What follows belongs to an exercise in optimizing a design on an open flow for small area, a short achievable clock period and few clock cycles per item; a production flow would make more cautious choices.
At most, simulation tests tie the RTL to the original design; equivalence was not proved.

Setup of v6:
// exec_cluster
module exec_cluster (
  input  logic        clk,
  input  logic        rst_n,
  input  logic        in_valid,
  input  logic [6:0]  in_funct7,
  input  logic [2:0]  in_funct3,
  input  logic [31:0] in_a,
  input  logic [31:0] in_b,
  output logic        in_credit,
  input  logic        out_credit,
  output logic        out_valid,
  output logic [3:0]  out_tag,
  output logic [31:0] out_value
);
  logic        ir_v;
  logic        ir_md;
  logic [2:0]  ir_f3;
  logic [31:0] ir_a;
  logic [31:0] ir_b;
  logic        ir_sub, ir_left, ir_arith;
  logic        ir_add, ir_sh, ir_slt, ir_sltu, ir_xor, ir_or, ir_and;
  logic        d_md, d_alt;
  assign d_md  = (in_funct7 == 7'b0000001);
  assign d_alt = (in_funct7 == 7'b0100000);
  always_ff @(posedge clk) begin
    if (!rst_n) ir_v <= 1'b0;
    else        ir_v <= in_valid;
  end
  always_ff @(posedge clk) begin
    ir_md    <= d_md;
    ir_f3    <= in_funct3;
    ir_a     <= in_a;
    ir_b     <= in_b;
    ir_sub   <= (in_funct3 == 3'd0) ? d_alt : 1'b1;
    ir_left  <= (in_funct3 == 3'd1);
    ir_arith <= d_alt && (in_funct3 == 3'd5);
    ir_add   <= !d_md && (in_funct3 == 3'd0);
    ir_sh    <= !d_md && (in_funct3 == 3'd1 || in_funct3 == 3'd5);
  ...
Size in the first run: roughly 3,900 cells after synthesis, ~510 flip-flops, about 120 I/O pins, about 38,000 µm² of cells after synthesis.
==> flow/config.mk <==
export PLATFORM = sky130hd
export DESIGN_NAME = exec_cluster
export DESIGN_NICKNAME = exec_cluster
export VERILOG_FILES = /design/flow/design.v
export SDC_FILE = /design/flow/constraint.sdc
export NUM_CORES = 4
export LEC_CHECK = 0
export CAP_MARGIN = 20
export CORE_MARGIN = 2
export CORE_UTILIZATION = 50
export PLACE_DENSITY = 0.65
export SETUP_SLACK_MARGIN = 3.0
export SLEW_MARGIN = 20
==> flow/constraint.sdc <==
create_clock -name core_clock -period 8.0 [get_ports {clk}]
set_input_delay 1.6000 -clock core_clock [delete_from_list [all_inputs] [get_ports {clk}]]
set_output_delay 1.6000 -clock core_clock [all_outputs]
set_load 0.01 [all_outputs]
run.sh (not shown) runs the stock make flow with config.mk's settings and CLKGATE_MAP_FILE= SYNTH_SCRIPT=/design/flow/synth_recipe.tcl, a recipe that flattens the netlist after the stock synthesis.
The final layout from v6, which completed every stage, passed the timing, DRC and antenna checks at the end of the flow.
Testbench counts of v6, summed over its fixed seeds: cycles 7,925, items 4,800.
Edits applied to the flow inputs when going from v6 to v37:
Settings: swapping 50 for 40 in CORE_UTILIZATION; swapping 0.65 for 0.6 in PLACE_DENSITY.
==> flow/flow/run.sh (new file) <==
#!/bin/bash
set -euo pipefail
export BUFFER_PORTS_ARGS="-buffer_cell sky130_fd_sc_hd__buf_2"
bash standard.sh > standard_flow.log 2>&1
==> flow/standard.sh (new file) <==
#!/bin/bash
# synth_recipe.tcl (not shown) runs the flow's synth.tcl, then flattens the netlist and writes it again
# the make line also repeats each setting of config.mk as NAME=value (left out here)
make -C /OpenROAD-flow-scripts/flow DESIGN_CONFIG=/design/flow/config.mk WORK_HOME=/design/flow/orfs CLKGATE_MAP_FILE= SYNTH_SCRIPT=/design/flow/synth_recipe.tcl "${@:-finish}"
removed: flow/run.sh
### Flow results
Detailed-route wire length: v37 > v6. Average routed wire per standard cell sits lower in v37 than in v6. v37 vs v6: worst slack on hold paths down in v37. v37 vs. v6: final cell count went up by 303. As far as final design area excluding fillers is concerned, v37 and v6 perform about the same. Re instance count of the mapped netlist: no difference whatsoever between v37 and v6. Compared with v6, v37 shows a largest stage delay on the critical path that is 0.46 ns lower.
Inputs modified between v37 and v33:
Settings: SETUP_SLACK_MARGIN: 3.0 -> 3.5.
==> flow/run.sh (new file) <==
#!/bin/bash
# synth_recipe.tcl (not shown) runs the flow's synth.tcl, then flattens the netlist and writes it again
# the make line also repeats each setting of config.mk as NAME=value (left out here)
make -C /OpenROAD-flow-scripts/flow DESIGN_CONFIG=/design/flow/config.mk WORK_HOME=/design/flow/orfs CLKGATE_MAP_FILE= SYNTH_SCRIPT=/design/flow/synth_recipe.tcl finish
removed: flow/flow/run.sh
removed: flow/standard.sh
Results
- Delta (v33 minus v37): insertion delay of the later-clocked pin in the worst-skew pair roughly the same, met2 global-route usage higher, wire length higher.
Edits applied to the flow inputs when going from v33 to v50:
Settings: swapping 3.5 for 3.0 in SETUP_SLACK_MARGIN.
Notes after the runs:
Number of cells on the critical path for v50 is lower than for v33.
v50: PASS, flow complete, no timing, DRC or antenna violations
There was hardly any difference in insertion delay to the later sink of the worst-skew pair between v33 and v50.
The lower highest net fanout along the worst path came out of v33.
v50 vs. v33: number of gates given a new drive strength after cts dropped 149; global-route usage shows a reduction of 1.4 points; DRC violation total after the first TritonRoute iteration went down; via count shows a reduction of 2.6%.
Between v33 and v50, the difference in total instance count after detailed placement is negligible.
v50 vs v33 — wire length of the first global-routing pass dropped by a few percent
Minimum clock period after layout: higher on v50
Slack of the worst reg-to-reg path delta (v50 − v33): unfavourable
[inputs] v23 vs v50
Settings: a change of SLEW_MARGIN from 20 to 5; a change of CAP_MARGIN from 20 to 5.
==> comparison <==
Diff v50 -> v23: clock slew at the register clock pins of the worst setup and hold paths flat, number of antenna violations at the first check in global routing fell 1. Between v50 and v23, the global-route usage does not differ in any meaningful way. Cell depth of the worst setup path was higher in the run labelled v50. In the route summary, v23 ends up with a via count exceeding that of v50. v23 completed every stage of the flow, and the final layout passed the timing, DRC and antenna checks.
### v23 -> v44
Settings: CAP_MARGIN now 20, was 5; ABC_AREA now 1, previously not set; SLEW_MARGIN now 20, was 5.
Findings:
v44 reached the end of the flow, and the finished layout is clean on the timing, DRC and antenna checks. v44: detailed-route wire length on metal 1 2.4% above v23. The non-clock buffer total of the final layout in v23 is 1.11 times that in v44. v44 vs v23: global-route usage up. Summary — setup slack of the critical path after layout, v44 relative to v23: higher, by 0.045 ns. On number of standard cells after synthesis, the lower figure sits with v23, not v44. Between v23 and v44, buffers plus inverters on the worst setup path is higher for v44, v23 comes in under that.

* * *

## run 1
Another version of the RTL of exec_cluster (not shown whole).
Size in the first run: about 120 I/O pins, roughly 37,000 um^2 of cells after synthesis.
clock: 8.0 ns
lec_check: 0
abc_area: 1
cap_margin: 20
core_margin: 2
core_utilization: 40
place_density: 0.6
setup_slack_margin: 3.5
slew_margin: 20
Stock flow here: none of the scripts above is used.
Edits applied to the flow inputs when going from run 1 to run 4:
- clearing ABC_AREA, which used to be 1
Notes after the runs:
- Against run 1, run 4 comes in 2.0% higher on core box area.
- The fraction of the cycle the final worst path needs of run 4 is higher than that of run 1.
- Compare run 1 and run 4 | count of buffer and inverter cells on the critical path lower: run 4
- Summary: post-DP HPWL, run 4 better than run 1
- Compared to run 1, the routing of run 4 uses less wire.
- Re routing usage on met2: run 4 is 6.2 points down on run 1.
- Diff run 1..run 4 | initial core utilization | negligible
No run of this note included a check of the RTL's function; only the layout flow was run.

* * *

Another version of the RTL of exec_cluster (not shown whole).
Size in the first run: roughly 4,000 cells after synthesis, roughly 39,000 sq um of cells after synthesis.
==> flow/design.v (excerpt) <==
module exec_cluster (
  input  logic        clk,
  input  logic        rst_n,
  input  logic        in_valid,
  input  logic [6:0]  in_funct7,
  input  logic [2:0]  in_funct3,
  input  logic [31:0] in_a,
  input  logic [31:0] in_b,
  output logic        in_credit,
  input  logic        out_credit,
  output logic        out_valid,
  output logic [3:0]  out_tag,
  output logic [31:0] out_value
);
Settings: LEC_CHECK=0, CAP_MARGIN=20, CORE_MARGIN=2, CORE_UTILIZATION=40, PLACE_DENSITY=0.6, SETUP_SLACK_MARGIN=2, SLEW_MARGIN=20; clock period 8.0 ns.
Change:
ABC_AREA = 1   (was default)
Outcome: Die area drops by a few percent. Clock skew climbs by 0.017 ns. Worst setup slack gets worse by 0.051 ns. Design area drops slightly.
No functional check of the RTL was part of any run of this note.

* * *

exec_cluster, a different RTL version from the one above (not shown whole).
Size: about 5,400 cells after synthesis, about 120 I/O pins, roughly 40,000 um^2 of cells after synthesis.
## exec_cluster
module exec_cluster (
  input  logic        clk,
  input  logic        rst_n,
  input  logic        in_valid,
  input  logic [6:0]  in_funct7,
  input  logic [2:0]  in_funct3,
  input  logic [31:0] in_a,
  input  logic [31:0] in_b,
  output logic        in_credit,
  input  logic        out_credit,
  output logic        out_valid,
  output logic [3:0]  out_tag,
  output logic [31:0] out_value
);
make LEC_CHECK=0 ABC_AREA=1 CAP_MARGIN=20 CORE_MARGIN=2 CORE_UTILIZATION=40 PLACE_DENSITY=0.6 SLEW_MARGIN=20 finish   # period 8.0 ns
Change:
SETUP_SLACK_MARGIN = 2   (was default)
The changed run produced a clean layout.
Core utilization is about the same.
Non-clock buffer count goes up by 20.
Cell area hardly moves.
Setup slack gains 620 ps.
Fmax grows by 10%.
Via count barely changes.
Final cell count stays flat.
Area after synthesis stays the same.
Clock skew came out lower by 22 ps.
No run of this note included a check of the RTL's function; only the layout flow was run.

* * *

## the previous run
exec_cluster, a different RTL version from the one above (not shown whole).
Size: roughly 520 flip-flops, roughly 120 I/O pins, ~38000 um^2 of cells after synthesis.
Settings: LEC_CHECK=0, CAP_MARGIN=20, CORE_MARGIN=2, CORE_UTILIZATION=40, PLACE_DENSITY=0.6, SETUP_SLACK_MARGIN=3.0, SLEW_MARGIN=20; clock period 8.0 ns.
What the current run does differently from the previous run at the input level:
-- flow/config.mk --
<<< the previous run, line 11
export PLACE_DENSITY = 0.6
export SETUP_SLACK_MARGIN = 3.0
export SLEW_MARGIN = 20
>>> the current run, line 11
export PLACE_DENSITY = 0.6
export SETUP_SLACK_MARGIN = 3.5
export SLEW_MARGIN = 20
==> comparison <==
Compared with the previous run, in the current run global routing met3 resource utilization barely changed; routed wire length now smaller; TritonCTS buffer count lower; number of logic stages on the critical path including buffering rose 2; upper clock frequency limit up 0.0080 GHz.
Post-synthesis instance total: the previous run vs the current run — no meaningful difference
Of the previous run and the current run, the previous run shows the lower number of instances resized during post-cts repair, with the current run above it.
No run of this note included a check of the RTL's function; only the layout flow was run.

* * *

exec_cluster, a different RTL version from the one above (not shown whole).
For scale: ~4000 cells after synthesis, about 120 I/O pins.
==> flow/config.mk <==
export PLATFORM = sky130hd
export DESIGN_NAME = exec_cluster
export DESIGN_NICKNAME = exec_cluster
export VERILOG_FILES = /design/flow/design.v
export SDC_FILE = /design/flow/constraint.sdc
export NUM_CORES = 4
export LEC_CHECK = 0
export CAP_MARGIN = 20
export CORE_MARGIN = 2
export CORE_UTILIZATION = 60
export PLACE_DENSITY = 0.75
export SETUP_SLACK_MARGIN = 3.0
export SLEW_MARGIN = 20
==> flow/constraint.sdc <==
create_clock -name core_clock -period 8.0 [get_ports {clk}]
set_input_delay 1.6000 -clock core_clock [delete_from_list [all_inputs] [get_ports {clk}]]
set_output_delay 1.6000 -clock core_clock [all_outputs]
set_load 0.01 [all_outputs]
Testbench counts at the start, summed over its fixed seeds: cycles 7,612, items 4,800.
Change:
Settings changed: CORE_UTILIZATION 60 to 40, PLACE_DENSITY 0.75 to 0.6.
Outcome: The new run completed without violations. Cell count is higher by a little under a tenth. Sequential share of layout area is lower by 0.86 points. Hold slack got worse by 0.014 ns. Worst setup slack improved by 0.13 ns. Area after synthesis does not change. Cell area is higher by a few percent.

[separate check: timing with driven ports]
Ports are ideal in the flow. The routed layouts listed here were re-timed in OpenROAD. Step 1 (the two cells are an assumption about what drives the block):
set clk [get_ports {clk}]
set_driving_cell -lib_cell sky130_fd_sc_hd__clkbuf_16 $clk
set_driving_cell -lib_cell sky130_fd_sc_hd__buf_2 [delete_from_list [all_inputs] $clk]
Step 2 times the ports against the registers' clock, not the clock port: input delays grow and output delays shrink by t, the midpoint of the rising clock arrivals with the driver on. Three values: no drivers, after step 1, after step 2; two values: the first two.
| run | shift t [ns] | setup WS [ns] | hold slack, ns | worst setup path after step 2 | clock arrival spread, ns |
|---|---|---|---|---|---|
| v6 | 0.726 | 2.712 / 2.712 / 2.712 | 0.518 / 0.518 / 0.518 | register to register | 0.083 / 0.082 |
| v37 | 0.723 | 2.891 / 2.891 / 2.891 | 0.507 / 0.507 / 0.507 | register to register | 0.050 / 0.050 |
| v33 | 0.727 | 3.161 / 3.161 / 3.161 | 0.525 / 0.525 / 0.525 | register to register | 0.074 / 0.074 |
| v50 | 0.723 | 2.951 / 2.951 / 2.951 | 0.503 / 0.503 / 0.503 | register to register | 0.058 / 0.058 |
| v23 | 0.726 | 2.903 / 2.834 / 2.978 | 0.512 / 0.512 / 0.512 | register to register | 0.055 / 0.055 |
| v44 | 0.731 | 2.948 / 2.877 / 3.084 | 0.468 / 0.468 / 0.468 | register to register | 0.081 / 0.080 |
| run 1 | 0.713 | 3.003 / 3.003 / 3.003 | 0.480 / 0.480 / 0.480 | register to register | 0.044 / 0.044 |
| run 4 | 0.702 | 2.986 / 2.986 / 2.986 | 0.516 / 0.516 / 0.516 | register to register | 0.037 / 0.037 |
| the first run of note 3 | 0.698 | 2.227 / 2.227 / 2.227 | 0.509 / 0.509 / 0.509 | register to register | 0.033 / 0.033 |
| the second run of note 3 | 0.714 | 2.175 / 2.175 / 2.175 | 0.491 / 0.491 / 0.491 | register to register | 0.050 / 0.050 |
| the first run of note 4 | 0.755 | 1.417 / 1.343 / 1.833 | 0.476 / 0.476 / 0.476 | register to register | 0.093 / 0.094 |
| the second run of note 4 | 0.746 | 2.041 / 1.971 / 2.396 | 0.478 / 0.478 / 0.478 | register to register | 0.072 / 0.071 |
| the previous run | 0.713 | 2.860 / 2.860 / 2.860 | 0.500 / 0.500 / 0.500 | register to register | 0.073 / 0.073 |
| the current run | 0.718 | 3.063 / 3.063 / 3.063 | 0.502 / 0.502 / 0.502 | register to register | 0.051 / 0.051 |
| the first run of note 6 | 0.696 | 2.511 / 2.511 / 2.511 | 0.535 / 0.535 / 0.535 | register to register | 0.054 / 0.054 |
| the second run of note 6 | 0.707 | 2.641 / 2.641 / 2.641 | 0.521 / 0.521 / 0.521 | register to register | 0.042 / 0.042 |
After both steps setup and hold are still met in every run listed.
